From an optimization exercise on the open Yosys and OpenROAD flow, aimed at small area, a short achievable clock period and few clock cycles per item; shortcuts taken in it are not production practice. Only simulation tests tie the RTL to the original design; equivalence was not proved.

==> flow/design.v <==
`timescale 1ns / 1ps
package tic_pkg;
  localparam int BOUND_W  = 10;
  localparam int COUNT_W  = 17;
  localparam int RESULT_W = 49;
  localparam int SUM_W    = 64;
  typedef struct packed {
    logic                      bad;
    logic signed [BOUND_W-1:0] lower;
    logic signed [BOUND_W-1:0] upper;
    logic [COUNT_W-1:0]        count;
  } tic_job_t;
endpackage
`timescale 1ns / 1ps
module tic_queue #(
  parameter int unsigned WIDTH = 8
) (
  input  logic             clk_i,
  input  logic             rst_ni,
  input  logic             push_valid_i,
  output logic             push_stall_o,
  input  logic [WIDTH-1:0] push_data_i,
  output logic             pop_valid_o,
  input  logic             pop_stall_i,
  output logic [WIDTH-1:0] pop_data_o
);
  localparam logic [1:0] FULL = 2'd2;
  logic [1:0]       count_q, count_d;
  logic [WIDTH-1:0] head_q, head_d, tail_q, tail_d;
  logic             push, pop;
  assign push = push_valid_i && (count_q != FULL);
  assign pop  = (count_q != 2'd0) && !pop_stall_i;
  always_comb begin
    head_d  = head_q;
    tail_d  = tail_q;
    count_d = count_q + {1'b0, push} - {1'b0, pop};
    unique case ({push, pop})
      2'b10: begin
        if (count_q == 2'd0) begin
          head_d = push_data_i;
        end else begin
          tail_d = push_data_i;
        end
      end
      2'b01: head_d = tail_q;
      2'b11: head_d = push_data_i;
      default: ;
    endcase
  end
  always_ff @(posedge clk_i or negedge rst_ni) begin
    if (!rst_ni) begin
      count_q <= 2'd0;
    end else begin
      count_q <= count_d;
    end
  end
  always_ff @(posedge clk_i) begin
    head_q <= head_d;
    tail_q <= tail_d;
  end
  assign push_stall_o = count_q == FULL;
  assign pop_valid_o  = count_q != 2'd0;
  assign pop_data_o   = head_q;
endmodule
`timescale 1ns / 1ps
import tic_pkg::*;
module tic_front #(
  parameter int unsigned MAX_INTERVALS  = 65536,
  parameter int unsigned STEP_FRAC_BITS = 24
) (
  input  logic                             clk_i,
  input  logic                             rst_ni,
  input  logic                             in_valid_i,
  output logic                             in_stall_o,
  input  logic signed [BOUND_W-1:0]        lower_bound_i,
  input  logic signed [BOUND_W-1:0]        upper_bound_i,
  input  logic [COUNT_W-1:0]               interval_count_i,
  output logic                             job_valid_o,
  input  logic                             job_stall_i,
  output tic_pkg::tic_job_t                         job_o,
  output logic signed [STEP_FRAC_BITS+10:0] step_o
);
  localparam int HW    = STEP_FRAC_BITS + 11;
  localparam int DW    = STEP_FRAC_BITS + BOUND_W;
  localparam int CNT_W = $clog2(DW);
  typedef enum logic [2:0] {
    F_IDLE = 3'b001,
    F_DIV  = 3'b010,
    F_PUSH = 3'b100
  } front_state_e;
  front_state_e         state_q, state_d;
  tic_pkg::tic_job_t             job_q, job_d;
  logic [DW-1:0]        quo_q, quo_d;
  logic [COUNT_W-1:0]   rem_q, rem_d;
  logic                 neg_q, neg_d;
  logic [CNT_W-1:0]     cnt_q, cnt_d;
  logic signed [BOUND_W:0] diff;
  logic [BOUND_W:0]        mag;
  logic [COUNT_W-1:0]      count_eff;
  logic [COUNT_W:0]        rem_sh;
  logic [COUNT_W:0]        rem_sub;
  logic                    ge;
  logic [HW-1:0]           quo_ext;
  always_comb begin
    diff = {upper_bound_i[BOUND_W-1], upper_bound_i}
         - {lower_bound_i[BOUND_W-1], lower_bound_i};
    mag  = diff[BOUND_W] ? -diff : diff;
    if (32'(interval_count_i) > MAX_INTERVALS) begin
      count_eff = COUNT_W'(MAX_INTERVALS);
    end else begin
      count_eff = interval_count_i;
    end
    rem_sh  = {rem_q, quo_q[DW-1]};
    rem_sub = rem_sh - {1'b0, job_q.count};
    ge      = rem_sh >= {1'b0, job_q.count};
    quo_ext = {1'b0, quo_q};
  end
  always_comb begin
    state_d = state_q;
    job_d   = job_q;
    quo_d   = quo_q;
    rem_d   = rem_q;
    neg_d   = neg_q;
    cnt_d   = cnt_q;
    unique case (state_q)
      F_IDLE: begin
        if (in_valid_i) begin
          job_d.bad   = interval_count_i == '0;
          job_d.lower = lower_bound_i;
          job_d.upper = upper_bound_i;
          job_d.count = count_eff;
          quo_d       = {mag[BOUND_W-1:0], {STEP_FRAC_BITS{1'b0}}};
          rem_d       = '0;
          neg_d       = diff[BOUND_W];
          cnt_d       = '0;
          state_d     = (interval_count_i == '0) ? F_PUSH : F_DIV;
        end
      end
      F_DIV: begin
        rem_d = ge ? rem_sub[COUNT_W-1:0] : rem_sh[COUNT_W-1:0];
        quo_d = {quo_q[DW-2:0], ge};
        cnt_d = cnt_q + CNT_W'(1);
        if (cnt_q == CNT_W'(DW - 1)) begin
          state_d = F_PUSH;
        end
      end
      F_PUSH: begin
        if (!job_stall_i) begin
          state_d = F_IDLE;
        end
      end
      default: state_d = F_IDLE;
    endcase
  end
  always_ff @(posedge clk_i or negedge rst_ni) begin
    if (!rst_ni) begin
      state_q <= F_IDLE;
    end else begin
      state_q <= state_d;
    end
  end
  always_ff @(posedge clk_i) begin
    job_q <= job_d;
    quo_q <= quo_d;
    rem_q <= rem_d;
    neg_q <= neg_d;
    cnt_q <= cnt_d;
  end
  assign in_stall_o  = state_q != F_IDLE;
  assign job_valid_o = state_q == F_PUSH;
  assign job_o       = job_q;
  assign step_o      = neg_q ? -quo_ext : quo_ext;
endmodule
`timescale 1ns / 1ps
import tic_pkg::*;
module tic_back #(
  parameter int unsigned OUT_FRAC_BITS  = 16,
  parameter int unsigned STEP_FRAC_BITS = 24
) (
  input  logic                              clk_i,
  input  logic                              rst_ni,
  input  logic                              job_valid_i,
  output logic                              job_stall_o,
  input  tic_pkg::tic_job_t                          job_i,
  input  logic signed [STEP_FRAC_BITS+10:0] step_i,
  output logic                              out_valid_o,
  input  logic                              out_stall_i,
  output logic signed [RESULT_W-1:0]        integral_value_o,
  output logic                              bad_count_o
);
  localparam int HW    = STEP_FRAC_BITS + 11;
  localparam int XW_C  = 3 * STEP_FRAC_BITS + 30;
  localparam int XW_P  = STEP_FRAC_BITS + 76;
  localparam int XW    = (XW_C > XW_P) ? XW_C : XW_P;
  localparam int CS    = 3 * STEP_FRAC_BITS - OUT_FRAC_BITS;
  localparam int MC_W  = $clog2(HW);
  localparam int LSQ_W = 2 * BOUND_W;
  localparam int LCB_W = 3 * BOUND_W;
  localparam logic [RESULT_W-1:0] RES_MAX = {1'b0, {(RESULT_W-1){1'b1}}};
  localparam logic [RESULT_W-1:0] RES_MIN = {1'b1, {(RESULT_W-1){1'b0}}};
  typedef enum logic [10:0] {
    B_IDLE  = 11'b000_0000_0001,
    B_SQ    = 11'b000_0000_0010,
    B_CUBE  = 11'b000_0000_0100,
    B_MLOAD = 11'b000_0000_1000,
    B_MRUN  = 11'b000_0001_0000,
    B_COMB1 = 11'b000_0010_0000,
    B_COMB2 = 11'b000_0100_0000,
    B_COMB3 = 11'b000_1000_0000,
    B_SWEEP = 11'b001_0000_0000,
    B_DRAIN = 11'b010_0000_0000,
    B_DONE  = 11'b100_0000_0000
  } back_state_e;
  typedef enum logic [2:0] {
    MUL_H2  = 3'd0,
    MUL_H3  = 3'd1,
    MUL_LH  = 3'd2,
    MUL_LH2 = 3'd3,
    MUL_L2H = 3'd4,
    MUL_FIN = 3'd5
  } mul_op_e;
  back_state_e               state_q, state_d;
  mul_op_e                   op_q, op_d;
  logic signed [BOUND_W-1:0] lo_q, lo_d, up_q, up_d;
  logic [COUNT_W-1:0]        n_q, n_d, i_q, i_d;
  logic signed [HW-1:0]      h_q, h_d;
  logic                      bad_q, bad_d;
  logic signed [LSQ_W-1:0]   lsq_q, lsq_d, usq_q, usq_d;
  logic signed [LCB_W-1:0]   lcb_q, lcb_d, ucb_q, ucb_d;
  logic signed [XW-1:0]      ma_q, ma_d, macc_q, macc_d;
  logic [HW-1:0]             mb_q, mb_d;
  logic [MC_W-1:0]           mcnt_q, mcnt_d;
  logic signed [XW-1:0]      tmp_q, tmp_d, x_q, x_d;
  logic signed [XW-1:0]      d1_q, d1_d, d2_q, d2_d, d3_q, d3_d;
  logic signed [SUM_W-1:0]   acc_q, acc_d;
  logic                      hit_q, hit_d;
  logic                      out_valid_q, out_valid_d;
  logic [RESULT_W-1:0]       val_q, val_d;
  logic                      bad_out_q, bad_out_d;
  logic signed [XW-1:0]      madd, mnext, sel_a;
  logic                      mlast;
  logic signed [XW-1:0]      cube_w, fin_w;
  logic [SUM_W-1:0]          cube2;
  logic [XW-RESULT_W:0]      fin_hi;
  logic                      fin_ovf;
  logic [RESULT_W-1:0]       fin_val;
  always_comb begin
    madd  = mb_q[0] ? ma_q : '0;
    mlast = mcnt_q == MC_W'(HW - 1);
    mnext = mlast ? (macc_q - madd) : (macc_q + madd);
    unique case (op_q)
      MUL_H2:  sel_a = {{(XW-HW){h_q[HW-1]}}, h_q};
      MUL_H3:  sel_a = tmp_q;
      MUL_LH:  sel_a = {{(XW-BOUND_W){lo_q[BOUND_W-1]}}, lo_q};
      MUL_LH2: sel_a = tmp_q;
      MUL_L2H: sel_a = {{(XW-LSQ_W){lsq_q[LSQ_W-1]}}, lsq_q};
      MUL_FIN: sel_a = {{(XW-SUM_W){acc_q[SUM_W-1]}}, acc_q};
      default: sel_a = '0;
    endcase
    cube_w = x_q >>> CS;
    cube2  = {cube_w[SUM_W-2:0], 1'b0};
    fin_w   = tmp_q >>> (STEP_FRAC_BITS + 1);
    fin_hi  = fin_w[XW-1:RESULT_W-1];
    fin_ovf = (|fin_hi) && !(&fin_hi);
    if (fin_ovf) begin
      fin_val = fin_w[XW-1] ? RES_MIN : RES_MAX;
    end else begin
      fin_val = fin_w[RESULT_W-1:0];
    end
  end
  always_comb begin
    state_d     = state_q;
    op_d        = op_q;
    lo_d        = lo_q;
    up_d        = up_q;
    n_d         = n_q;
    i_d         = i_q;
    h_d         = h_q;
    bad_d       = bad_q;
    lsq_d       = lsq_q;
    usq_d       = usq_q;
    lcb_d       = lcb_q;
    ucb_d       = ucb_q;
    ma_d        = ma_q;
    mb_d        = mb_q;
    macc_d      = macc_q;
    mcnt_d      = mcnt_q;
    tmp_d       = tmp_q;
    x_d         = x_q;
    d1_d        = d1_q;
    d2_d        = d2_q;
    d3_d        = d3_q;
    acc_d       = acc_q;
    hit_d       = hit_q;
    val_d       = val_q;
    bad_out_d   = bad_out_q;
    out_valid_d = out_valid_q && out_stall_i;
    unique case (state_q)
      B_IDLE: begin
        if (job_valid_i) begin
          lo_d    = job_i.lower;
          up_d    = job_i.upper;
          n_d     = job_i.count;
          h_d     = step_i;
          bad_d   = job_i.bad;
          op_d    = MUL_H2;
          state_d = job_i.bad ? B_DONE : B_SQ;
        end
      end
      B_SQ: begin
        lsq_d   = lo_q * lo_q;
        usq_d   = up_q * up_q;
        state_d = B_CUBE;
      end
      B_CUBE: begin
        lcb_d   = lsq_q * lo_q;
        ucb_d   = usq_q * up_q;
        state_d = B_MLOAD;
      end
      B_MLOAD: begin
        ma_d    = sel_a;
        mb_d    = h_q;
        macc_d  = '0;
        mcnt_d  = '0;
        state_d = B_MRUN;
      end
      B_MRUN: begin
        macc_d = mnext;
        ma_d   = ma_q << 1;
        mb_d   = mb_q >> 1;
        mcnt_d = mcnt_q + MC_W'(1);
        if (mlast) begin
          state_d = B_MLOAD;
          unique case (op_q)
            MUL_H2: begin
              tmp_d = mnext;
              op_d  = MUL_H3;
            end
            MUL_H3: begin
              d3_d = mnext;
              op_d = MUL_LH;
            end
            MUL_LH: begin
              tmp_d = mnext;
              op_d  = MUL_LH2;
            end
            MUL_LH2: begin
              d2_d = mnext;
              op_d = MUL_L2H;
            end
            MUL_L2H: begin
              d1_d    = mnext;
              op_d    = MUL_FIN;
              state_d = B_COMB1;
            end
            MUL_FIN: begin
              tmp_d   = mnext;
              op_d    = MUL_H2;
              state_d = B_DONE;
            end
            default: state_d = B_IDLE;
          endcase
        end
      end
      B_COMB1: begin
        tmp_d   = (d1_q << (2 * STEP_FRAC_BITS)) + (d2_q << STEP_FRAC_BITS);
        state_d = B_COMB2;
      end
      B_COMB2: begin
        d1_d    = tmp_q + (tmp_q << 1) + d3_q;
        d2_d    = (d2_q << STEP_FRAC_BITS) + d3_q;
        d3_d    = (d3_q << 1) + (d3_q << 2);
        state_d = B_COMB3;
      end
      B_COMB3: begin
        d2_d    = (d2_q << 1) + (d2_q << 2);
        x_d     = {{(XW-LCB_W){lcb_q[LCB_W-1]}}, lcb_q} << (3 * STEP_FRAC_BITS);
        acc_d   = ({{(SUM_W-LCB_W){lcb_q[LCB_W-1]}}, lcb_q}
                 + {{(SUM_W-LCB_W){ucb_q[LCB_W-1]}}, ucb_q}) << OUT_FRAC_BITS;
        hit_d   = 1'b0;
        i_d     = COUNT_W'(1);
        state_d = (n_q > COUNT_W'(1)) ? B_SWEEP : B_DRAIN;
      end
      B_SWEEP: begin
        x_d   = x_q + d1_q;
        d1_d  = d1_q + d2_q;
        d2_d  = d2_q + d3_q;
        hit_d = 1'b1;
        if (hit_q) begin
          acc_d = acc_q + cube2;
        end
        if (i_q == n_q - COUNT_W'(1)) begin
          state_d = B_DRAIN;
        end else begin
          i_d = i_q + COUNT_W'(1);
        end
      end
      B_DRAIN: begin
        if (hit_q) begin
          acc_d = acc_q + cube2;
        end
        hit_d   = 1'b0;
        op_d    = MUL_FIN;
        state_d = B_MLOAD;
      end
      B_DONE: begin
        if (!out_valid_q || !out_stall_i) begin
          out_valid_d = 1'b1;
          val_d       = bad_q ? '0 : fin_val;
          bad_out_d   = bad_q;
          state_d     = B_IDLE;
        end
      end
      default: state_d = B_IDLE;
    endcase
  end
  always_ff @(posedge clk_i or negedge rst_ni) begin
    if (!rst_ni) begin
      state_q     <= B_IDLE;
      out_valid_q <= 1'b0;
    end else begin
      state_q     <= state_d;
      out_valid_q <= out_valid_d;
    end
  end
  always_ff @(posedge clk_i) begin
    op_q      <= op_d;
    lo_q      <= lo_d;
    up_q      <= up_d;
    n_q       <= n_d;
    i_q       <= i_d;
    h_q       <= h_d;
    bad_q     <= bad_d;
    lsq_q     <= lsq_d;
    usq_q     <= usq_d;
    lcb_q     <= lcb_d;
    ucb_q     <= ucb_d;
    ma_q      <= ma_d;
    mb_q      <= mb_d;
    macc_q    <= macc_d;
    mcnt_q    <= mcnt_d;
    tmp_q     <= tmp_d;
    x_q       <= x_d;
    d1_q      <= d1_d;
    d2_q      <= d2_d;
    d3_q      <= d3_d;
    acc_q     <= acc_d;
    hit_q     <= hit_d;
    val_q     <= val_d;
    bad_out_q <= bad_out_d;
  end
  assign job_stall_o      = state_q != B_IDLE;
  assign out_valid_o      = out_valid_q;
  assign integral_value_o = val_q;
  assign bad_count_o      = bad_out_q;
endmodule
`timescale 1ns / 1ps
import tic_pkg::*;
module trapezoid_integral_of_cube #(
  parameter int unsigned MAX_INTERVALS  = 65536,
  parameter int unsigned OUT_FRAC_BITS  = 16,
  parameter int unsigned STEP_FRAC_BITS = 24
) (
  input  logic                       clk_i,
  input  logic                       rst_ni,
  input  logic                       in_valid_i,
  output logic                       in_stall_o,
  input  logic signed [BOUND_W-1:0]  lower_bound_i,
  input  logic signed [BOUND_W-1:0]  upper_bound_i,
  input  logic [COUNT_W-1:0]         interval_count_i,
  output logic                       out_valid_o,
  input  logic                       out_stall_i,
  output logic signed [RESULT_W-1:0] integral_value_o,
  output logic                       bad_count_o
);
  localparam int HW = STEP_FRAC_BITS + 11;
  localparam int QW = (1 + 2 * BOUND_W + COUNT_W) + HW;
  logic                 f_valid, f_stall;
  tic_pkg::tic_job_t             f_job;
  logic signed [HW-1:0] f_step;
  logic                 b_valid, b_stall;
  tic_pkg::tic_job_t             b_job;
  logic signed [HW-1:0] b_step;
  logic [QW-1:0]        q_din, q_dout;
  tic_front #(
    .MAX_INTERVALS (MAX_INTERVALS),
    .STEP_FRAC_BITS(STEP_FRAC_BITS)
  ) u_front (
    .clk_i,
    .rst_ni,
    .in_valid_i,
    .in_stall_o,
    .lower_bound_i,
    .upper_bound_i,
    .interval_count_i,
    .job_valid_o(f_valid),
    .job_stall_i(f_stall),
    .job_o      (f_job),
    .step_o     (f_step)
  );
  assign q_din = {f_job, f_step};
  tic_queue #(
    .WIDTH(QW)
  ) u_queue (
    .clk_i,
    .rst_ni,
    .push_valid_i(f_valid),
    .push_stall_o(f_stall),
    .push_data_i (q_din),
    .pop_valid_o (b_valid),
    .pop_stall_i (b_stall),
    .pop_data_o  (q_dout)
  );
  assign {b_job, b_step} = q_dout;
  tic_back #(
    .OUT_FRAC_BITS (OUT_FRAC_BITS),
    .STEP_FRAC_BITS(STEP_FRAC_BITS)
  ) u_back (
    .clk_i,
    .rst_ni,
    .job_valid_i(b_valid),
    .job_stall_o(b_stall),
    .job_i      (b_job),
    .step_i     (b_step),
    .out_valid_o,
    .out_stall_i,
    .integral_value_o,
    .bad_count_o
  );
endmodule
==> flow/run.sh <==
#!/bin/bash
# synth_recipe.tcl (not shown) runs the flow's synth.tcl, then flattens the netlist and writes it again
# the make line also repeats each setting of config.mk as NAME=value (left out here)
make -C /OpenROAD-flow-scripts/flow DESIGN_CONFIG=/design/flow/config.mk WORK_HOME=/design/flow/orfs CLKGATE_MAP_FILE= SYNTH_SCRIPT=/design/flow/synth_recipe.tcl finish
==> flow/config.mk <==
export PLATFORM = sky130hd
export DESIGN_NAME = trapezoid_integral_of_cube
export DESIGN_NICKNAME = trapezoid_integral_of_cube
export VERILOG_FILES = /design/flow/design.v
export SDC_FILE = /design/flow/constraint.sdc
export NUM_CORES = 4
export LEC_CHECK = 0
export CAP_MARGIN = 20
export CORE_MARGIN = 2
export CORE_UTILIZATION = 40
export SLEW_MARGIN = 20
==> flow/constraint.sdc <==
create_clock -name core_clock -period 11.0 [get_ports {clk_i}]
set_input_delay 2.2000 -clock core_clock [delete_from_list [all_inputs] [get_ports {clk_i}]]
set_output_delay 2.2000 -clock core_clock [all_outputs]
set_load 0.01 [all_outputs]
==> metrics.yaml <==
grt:
  grt_pass1_wl_um: 788000
  antenna_found_initial: 68
  grt_pass1_vias: 113000
  grt_max_degree: 127
  grt_util_all_layers: 0.313
  grt-ovfl-total: 0
worst_setup_path:
  cp_slowest_stage_delay_ns: 1.00
  crit_fanout: 28
  worst_ep_arrival_time_ns: 9.56
  crit_start: "u_back.mb_q[0]"
  critPathCaptureType: "register"
  crit_required_ns: 11.60
  crit_type: "register to register"
  cp-start-kind: "register"
  timing.rr.end: "u_back.tmp_q[95]"
  cp.buffers_inverters: 2
  cp_common_cell: "a21oi_1"
  worstPathCellList: "clkinv_1, a21o_1, nand4_1, a211o_1, nand2b_1, nand3b_1, nand2_1, nand2_1, buf_4, o311ai_0, ha_1, a21o_1, a21oi_1, o21bai_1, nor2_1, a2111oi_0, a21oi_1, o41a_1, o211ai_2, a41oi_1, o21bai_1, a21oi_1, xnor2_1, o21ai_0"
  crit_family: "compound AO/OA/AOI/OAI gates"
  rrSetupSlack_ns: 2.04
  r2r_start: "u_back.mb_q[0]"
  cpMaxStageDelayCell: "a2111oi_0"
  r2r_cells: 24
sta:
  max_freq_mhz: 112
  fin_setup_tns_ns: 0
  rsz0062_at_grt: "no"
  layout_setup_ws_ns: 2.04
  max_slew_margin: 0.0894
  finalSetupViolCount: 0
  worstMarginPinSlew_ns: 1.36
  hold_viol_final: 0
  finalClockSkew_ns: 0.151
  fin_crit_ns: 8.96
  slew_viol_final: 0
  period_share: 0.815
placed_design:
  pre_cts_slack_ns: 2.54
  port_buffers: 92
  place.gp.congestion: 1.02
  place_inst: 19500
  detailed_place.area_um2: 141000
  place_hpwl_um: 435000
clock_network:
  root_buffer: "clkbuf_16"
  clock_sinks: 1319
  h-tree-depth: 4
  cts-hold-fix-buffers: 0
  cts_buffers: 176
  cts_resized: 0
  clock_latency_ns: 0.97
  cts_setup_buffers: 0
  cts_tree: "yes"
  clk_pin_slew_ns: 0.06
  clock_path_buffers: 4
die:
  initial_utilization: 0.402
  die_h_um: 585
  die_area_um2: 342000
  rows: 213
  ios: 93
  die_w_um: 585
  core-area_um2: 336000
detailed_routing:
  drt-pass1-iter-count: 8
  route.vias.total: 122000
  antenna_left: 0
  viasPerCell: 6.14
  remaining_drc_errors: 0
  wl_um: 552000
  wl_per_cell_um: 27.8
  drt_iter0_markers: 15200
logic_synthesis:
  synth_cells: 15500
  yosysWarnings: 3
  synth_mux_area_frac: 0.00609
  synth-simple-area-share: 0.161
  synth-edff-count: 1302
  synth_fa_ha_area_frac: 0.200
  synth_top_family_by_area: "compound AO/OA/AOI/OAI gates"
  synth-compound-area-share: 0.218
  ys_types: 104
  synthFlopType: "edfxtp_1"
  synth_xor_area_frac: 0.0732
  syn_avg_cell_area_um2: 8.74
  seq_area_frac_synth: 0.293
  synth_seq_cells: 1319
  synth_area_leaders: "edfxtp_1 29%, ha_1 11%, fa_1 8.9%"
  netlist_area_um2: 135000
  yosysTopAreaCell: "edfxtp_1"
  syn_nets: 17300
  yosysTopAreaCellShare: 0.289
  synthArstFlopShare: 0.0129
finish:
  design_area_um2: 147000
  final_nets: 17000
  drive_above_1_share: 0.0409
  fillers: 33400
  final_common_cell: "nand2_1"
  layout_common_cells: "1718 x nand2_1, 1436 x a21oi_1, 1302 x edfxtp_1, 1202 x nor2_1, 1202 x ha_1"
  area_growth_pct: 8.55
  stdcell_count: 19800
run:
  drv_cap: 0
status:
  outcome: "timing/DRC/antenna clean"
worst_hold_path:
  whs_path_depth: 0
  min-delay-start: "u_queue.head_q[32]"
  hold_end: "u_back.h_q[32]"
  holdCritPathClass: "register to register"
cell type report:
cell class	count	area, um2	area share
Multi-Input combinational cell	12400	89200	0.609
Inverter	1031	3880	0.0264
Clock inverter	118	1380	0.00939
Antenna cell	30	75.1	0.000512
Clock buffer	203	4610	0.0314
Sequential cell	1319	39500	0.270
Timing Repair Buffer	260	2290	0.0156
Tap cell	4515	5650	0.0385
cells in the mapped netlist (102+ instances only):
cell type     n
xor2_1      425
a21oi_1    1440
fa_1        598
nand2_1    1724
a31oi_1     150
inv_1      1028
nor2_1     1211
edfxtp_1   1302
nor3_1      204
nand2b_1    174
and2_1      307
a21o_1      625
clkbuf_1    683
a211oi_1    102
o21ai_0    1061
o21bai_1    245
ha_1       1202
nor2b_1     139
o21a_1      121
nand4_1     284
nand3_1     249
xnor2_1     704
flip-flops by register name, indices dropped and copies added, names as in the netlist, 49 cells and up:
| register | cells |
|---|---|
| u_back.x_q | 102 |
| u_back.ma_q | 102 |
| u_back.d3_q | 102 |
| u_back.tmp_q | 102 |
| u_queue.tail_q | 73 |
| u_back.d2_q | 102 |
| u_queue.head_q | 73 |
| u_back.acc_q | 63 |
| u_back.val_q | 49 |
| u_back.macc_q | 102 |
| u_back.d1_q | 102 |
per-stage QoR:
step           utilization  hold slack (ns)
2_1_floorplan            -            0.400
3_3_place_gp         0.418            0.400
3_5_place_dp         0.418            0.405
4_1_cts              0.436            0.400
5_1_grt              0.436            0.407
6_report             0.436            0.407
metal layers:
layer  track usage  vias up  wire length [um]
li1              -    55200                 -
met1         0.426    59100            228000
met2         0.460     6139            229000
met3        0.0685     1275             58500
met4         0.171       56             35500
met5             0        -               369
cell families after synthesis:
logic type | count (synthesis)
simple gates | 4701
compound gates | 4671
fa+ha+maj | 1800
buf+inv | 1763
flops | 1319
xor+xnor | 1129
mux | 67
worst max-delay path by stage:
| stage | end | depth (start not counted) |
|---|---|---|
| floorplan | u_back.d2_q[0] | 7 |
| global placement | u_back.d1_q[95] | 24 |
| detailed placement | u_back.d2_q[100] | 24 |
| CTS | u_back.d2_q[100] | 24 |
| global route | u_back.d2_q[100] | 24 |
| finish | u_back.tmp_q[95] | 24 |
Testbench counts, summed over its fixed seeds: cycles 265,694, items 384.

## separate check: timing with driven ports
How much do the figures lean on ideal ports? The routed layout below was timed once more, with nothing changed but the port constraints.
Step 1 assumes that a clkbuf_16 drives the clock port and a buf_2 every other input.
Step 2 times the ports against the registers' clock, not the clock port: input delays grow and output delays shrink by t, the midpoint of the rising clock arrivals with the driver on.
Three values: no drivers, after step 1, after step 2; two values: the first two.
shift t [ns]: 1.019
slack for setup (ns): 2.040 / 2.040 / 2.040
slew at the worst register clock pin (ns): 0.07 / 0.07
After both steps setup and hold are still met in this run. For this run, drivers alone change the setup slack by 0.000 ns; drivers and shift together by 0.000 ns.
